Context: an optimization exercise on an open-source flow, tuned for small area, a short achievable clock period and few clock cycles per item. The choices shown serve that exercise and are no tape-out recipe. Only simulation tests tie the RTL to the original design; equivalence was not proved.

## main
Design morton_palette_unswizzle, start of the top module:
module morton_palette_unswizzle
#(
  parameter int MAX_SIDE_LOG2   = MAX_SIDE_LOG2_DEF,
  parameter int PALETTE_ENTRIES = PALETTE_ENTRIES_DEF
) (
  input  logic                 clk,
  input  logic                 rst,
  input  logic                 in_valid,
  output logic                 in_ready,
  input  mpu_pkg::in_item_t             in_data,
  output logic                 out_valid,
  input  logic                 out_ready,
  output mpu_pkg::out_item_t            out_data,
  input  logic                 cfg_we,
  input  logic [CFG_IDX_W-1:0] cfg_index,
  input  logic [SIDE_W-1:0]    cfg_data
);
==> module mpu_ram, before the edit <==
module mpu_ram #(
  parameter int WIDTH    = 32,
  parameter int RING_LEN = 16,
  parameter int WBUF     = 11
) (
  input  logic             clk,
  input  logic             acc,        
  input  logic             acc_load,   
  input  logic             acc_pixel,  
  input  logic [7:0]       acc_slot,   
  input  logic [7:0]       acc_index,  
  input  logic [WIDTH-1:0] acc_wdata,
  output logic [WIDTH-1:0] rdata,      
  output logic             wbuf_ok
);
  localparam int LW     = $clog2(RING_LEN);
  localparam int GROUPS = 256 / RING_LEN;
  localparam int GW     = 8 - LW;
  localparam int QUADS  = 4;                
  localparam int QW     = 2;
  localparam int GPQ    = GROUPS / QUADS;   
  logic [LW-1:0] rot;
  logic [LW-1:0] rot_next;
  assign rot_next = rot + LW'(1);
  always_ff @(posedge clk) begin
    rot <= rot_next;
  end
  logic                          s1_load;
  logic [7:0]                    s1_key;
  logic [WIDTH-1:0]              s1_wdata;
  logic [QUADS-1:0][RING_LEN-1:0] s1_phot;   
  logic [GPQ-1:0]                s1_gsel;   
  logic [LW-1:0]                 rd_pos;
  assign rd_pos = acc_index[LW-1:0] + rot_next;
  always_ff @(posedge clk) begin
    s1_load  <= acc && acc_load;
    s1_key   <= acc_slot;
    s1_wdata <= acc_wdata;
    for (int q = 0; q < QUADS; q++) begin
      for (int p = 0; p < RING_LEN; p++) begin
        s1_phot[q][p] <= (rd_pos == LW'(p)) && (acc_index[7:8-QW] == QW'(q));
      end
    end
    for (int g = 0; g < GPQ; g++) begin
      s1_gsel[g] <= (acc_index[7-QW:LW] == (GW-QW)'(g)) && !(|key_hit_next);
    end
  end
  logic [WBUF-1:0]             wb_valid;
  logic [WBUF-1:0][7:0]        wb_slot;
  logic [WBUF-1:0][WIDTH-1:0]  wb_data;
  logic [WBUF-1:0]  key_hit;      
  logic [WBUF-1:0]  key_hit_next;
  logic             any_hit;
  logic [WBUF-1:0]  app_sel;      
  logic [WBUF-1:0]  first_free;
  logic [WBUF-1:0]  alloc;
  logic [WBUF-1:0]  wr_hit;
  logic [WBUF-1:0]  keep;
  logic [WBUF-1:0]  wb_valid_next;
  logic [WBUF-1:0]  at_station_next;
  logic [WBUF-1:0]  stn_match;    
  logic [WBUF-1:0]  app_sel_next;
  always_ff @(posedge clk) begin
    any_hit <= |key_hit_next;
  end
  logic found_free;
  always_comb begin
    found_free = 1'b0;
    for (int e = 0; e < WBUF; e++) begin
      first_free[e] = !wb_valid[e] && !found_free;
      found_free    = found_free || !wb_valid[e];
    end
  end
  always_comb begin
    for (int e = 0; e < WBUF; e++) begin
      alloc[e]         = s1_load && !any_hit && first_free[e];
      wr_hit[e]        = s1_load && key_hit[e];
      keep[e]          = wb_valid[e] && (!app_sel[e] || wr_hit[e]);
      wb_valid_next[e] = keep[e] || alloc[e];
    end
  end
  logic found_app;
  always_comb begin
    found_app = 1'b0;
    for (int e = 0; e < WBUF; e++) begin
      at_station_next[e] = keep[e] && stn_match[e];
      app_sel_next[e]    = at_station_next[e] && !found_app;
      found_app          = found_app || at_station_next[e];
    end
  end
  logic [WIDTH-1:0]  st_data;    
  logic [GROUPS-1:0] st_en;
  logic [WIDTH-1:0]  st_data_next;
  logic [GROUPS-1:0] st_en_next;
  always_comb begin
    st_data_next = '0;
    st_en_next   = '0;
    for (int e = 0; e < WBUF; e++) begin
      if (app_sel_next[e]) begin
        st_data_next = st_data_next | (wr_hit[e] ? s1_wdata : wb_data[e]);
      end
      for (int g = 0; g < GROUPS; g++) begin
        if (app_sel_next[e] && wb_slot[e][7:LW] == GW'(g)) begin
          st_en_next[g] = 1'b1;
        end
      end
    end
  end
  always_ff @(posedge clk) begin
    for (int e = 0; e < WBUF; e++) begin
      stn_match[e] <= (alloc[e] ? s1_key[LW-1:0] : wb_slot[e][LW-1:0]) == ~(rot_next + LW'(1));
    end
  end
  always_ff @(posedge clk) begin
    wb_valid <= wb_valid_next;
    app_sel  <= app_sel_next;
    st_data  <= st_data_next;
    st_en    <= st_en_next;
    for (int e = 0; e < WBUF; e++) begin
      if (alloc[e]) begin
        wb_slot[e] <= s1_key;
      end
      if (alloc[e] || wr_hit[e]) begin
        wb_data[e] <= s1_wdata;
      end
    end
    key_hit <= key_hit_next;
  end
  logic [WBUF-1:0] eq_slot;
  logic [WBUF-1:0] eq_index;
  logic            s1_eq_slot;
  logic            s1_eq_index;
  always_comb begin
    for (int e = 0; e < WBUF; e++) begin
      eq_slot[e]  = wb_slot[e] == acc_slot;
      eq_index[e] = wb_slot[e] == acc_index;
    end
    s1_eq_slot  = s1_key == acc_slot;
    s1_eq_index = s1_key == acc_index;
    for (int e = 0; e < WBUF; e++) begin
      key_hit_next[e] = (keep[e]  && (acc_pixel ? eq_index[e] : eq_slot[e])) ||
                        (alloc[e] && (acc_pixel ? s1_eq_index : s1_eq_slot));
    end
  end
  logic [3:0] free_atl;   
  logic [2:0] free_th;
  always_comb begin
    free_th = '0;
    for (int e = 0; e < WBUF; e++) begin
      if (!wb_valid[e]) begin
        free_th = {free_th[1:0], 1'b1};
      end
    end
    free_atl = {free_th, 1'b1};
  end
  assign wbuf_ok = s1_load ? (acc_load ? free_atl[3] : free_atl[2])
                           : (acc_load ? free_atl[2] : free_atl[1]);
  logic [GROUPS-1:0][RING_LEN-1:0][WIDTH-1:0] ring;
  always_ff @(posedge clk) begin
    for (int g = 0; g < GROUPS; g++) begin
      for (int p = 1; p < RING_LEN; p++) begin
        ring[g][p] <= ring[g][p-1];
      end
      ring[g][0] <= st_en[g] ? st_data : ring[g][RING_LEN-1];
    end
  end
  logic [GROUPS-1:0][WIDTH-1:0] ring_word;
  logic [QUADS-1:0][WIDTH-1:0]  quad_rd;
  logic [QUADS-1:0][WIDTH-1:0]  s2_quad;
  logic [WIDTH-1:0]             wb_rd;
  always_comb begin
    for (int g = 0; g < GROUPS; g++) begin
      ring_word[g] = '0;
      for (int p = 0; p < RING_LEN; p++) begin
        ring_word[g] = ring_word[g] | (ring[g][p] & {WIDTH{s1_phot[g / GPQ][p]}});
      end
    end
    wb_rd = '0;
    for (int e = 0; e < WBUF; e++) begin
      wb_rd = wb_rd | (wb_data[e] & {WIDTH{key_hit[e]}});
    end
    for (int q = 0; q < QUADS; q++) begin
      quad_rd[q] = (q == 0) ? wb_rd : '0;
      for (int g = q * GPQ; g < (q + 1) * GPQ; g++) begin
        quad_rd[q] = quad_rd[q] | (ring_word[g] & {WIDTH{s1_gsel[g % GPQ]}});
      end
    end
  end
  always_ff @(posedge clk) begin
    s2_quad <= quad_rd;
  end
  always_comb begin
    rdata = '0;
    for (int q = 0; q < QUADS; q++) begin
      rdata = rdata | s2_quad[q];
    end
  end
endmodule
clock: 5.5 ns
lec_check: 0
cap_margin: 20
core_margin: 2
core_utilization: 55
cts_cluster_diameter: 60
cts_cluster_size: 30
setup_slack_margin: 2.5
slew_margin: 20
synth_memory_max_bits: 16384
tns_end_percent: 100
standard.sh (not shown) runs the stock make flow with config.mk's settings and CLKGATE_MAP_FILE= SYNTH_SCRIPT=/design/flow/synth_recipe.tcl, a recipe that flattens the netlist after the stock synthesis.
==> flow/flow/run.sh <==
#!/bin/bash
set -euo pipefail
export BUFFER_PORTS_ARGS="-buffer_cell sky130_fd_sc_hd__buf_2"
export CTS_ARGS="-sink_clustering_enable -repair_clock_nets -sink_clustering_size 30 -sink_clustering_max_diameter 60 -dont_use_dummy_load"
bash standard.sh > standard.log 2>&1
Testbench counts of main, summed over its fixed seeds: cycles 128,491, items 128,000.
Setup changes, main to the feature branch
--- a/flow/design.v
+++ b/flow/design.v
@@ -43,12 +43,12 @@
   output logic             wbuf_ok
 );
   localparam int LW     = $clog2(RING_LEN);
   localparam int GROUPS = 256 / RING_LEN;
   localparam int GW     = 8 - LW;
-  localparam int QUADS  = 4;                
-  localparam int QW     = 2;
+  localparam int QUADS  = 8;                
+  localparam int QW     = 3;
   localparam int GPQ    = GROUPS / QUADS;   
   logic [LW-1:0] rot;
   logic [LW-1:0] rot_next;
   assign rot_next = rot + LW'(1);
   always_ff @(posedge clk) begin
In the feature branch the wire length turned out 1.9% higher than in main.
Count of flip-flops and latches, the feature branch vs main: up by a few percent
In the flow results for main and the feature branch, the minimum setup slack in the final design is larger on main.
Delta (the feature branch minus main): cell area climbed about 1.1%, final estimated routing congestion in global placement went down 2.4%, synthesized area saw an increase.
Testbench counts of the feature branch, summed over its fixed seeds: cycles 128,491, items 128,000.

[re-timing with driven ports]
The results above use ideal ports. As a check the final layouts listed here were re-extracted and re-timed, cells and wires unchanged. Step 1 sets driving cells, clkbuf_16 on the clock port and buf_2 on the other inputs (assumed; they add their load-dependent delay and slew). Step 2, shift: input delay + t, output delay - t, t = (earliest + latest rising clock arrival at the registers) / 2. This alone moves slack from input paths to output paths. Three values: ideal ports, drivers, drivers and shift; two values: the first two.
run | shift t [ns] | setup slack, ns | worst hold slack (ns) | slew at the worst register clock pin (ns)
main | 1.184 | 2.308 / 2.180 / 1.562 | 0.128 / 0.025 / 0.281 | 0.11 / 0.11
the feature branch | 1.210 | 2.298 / 2.160 / 1.492 | 0.101 / -0.013 / 0.276 | 0.11 / 0.11
After both steps every run listed still meets setup and hold. The setup slack of the feature branch, which loses most, moves by -0.138 ns with the drivers and by -0.806 ns with both steps.
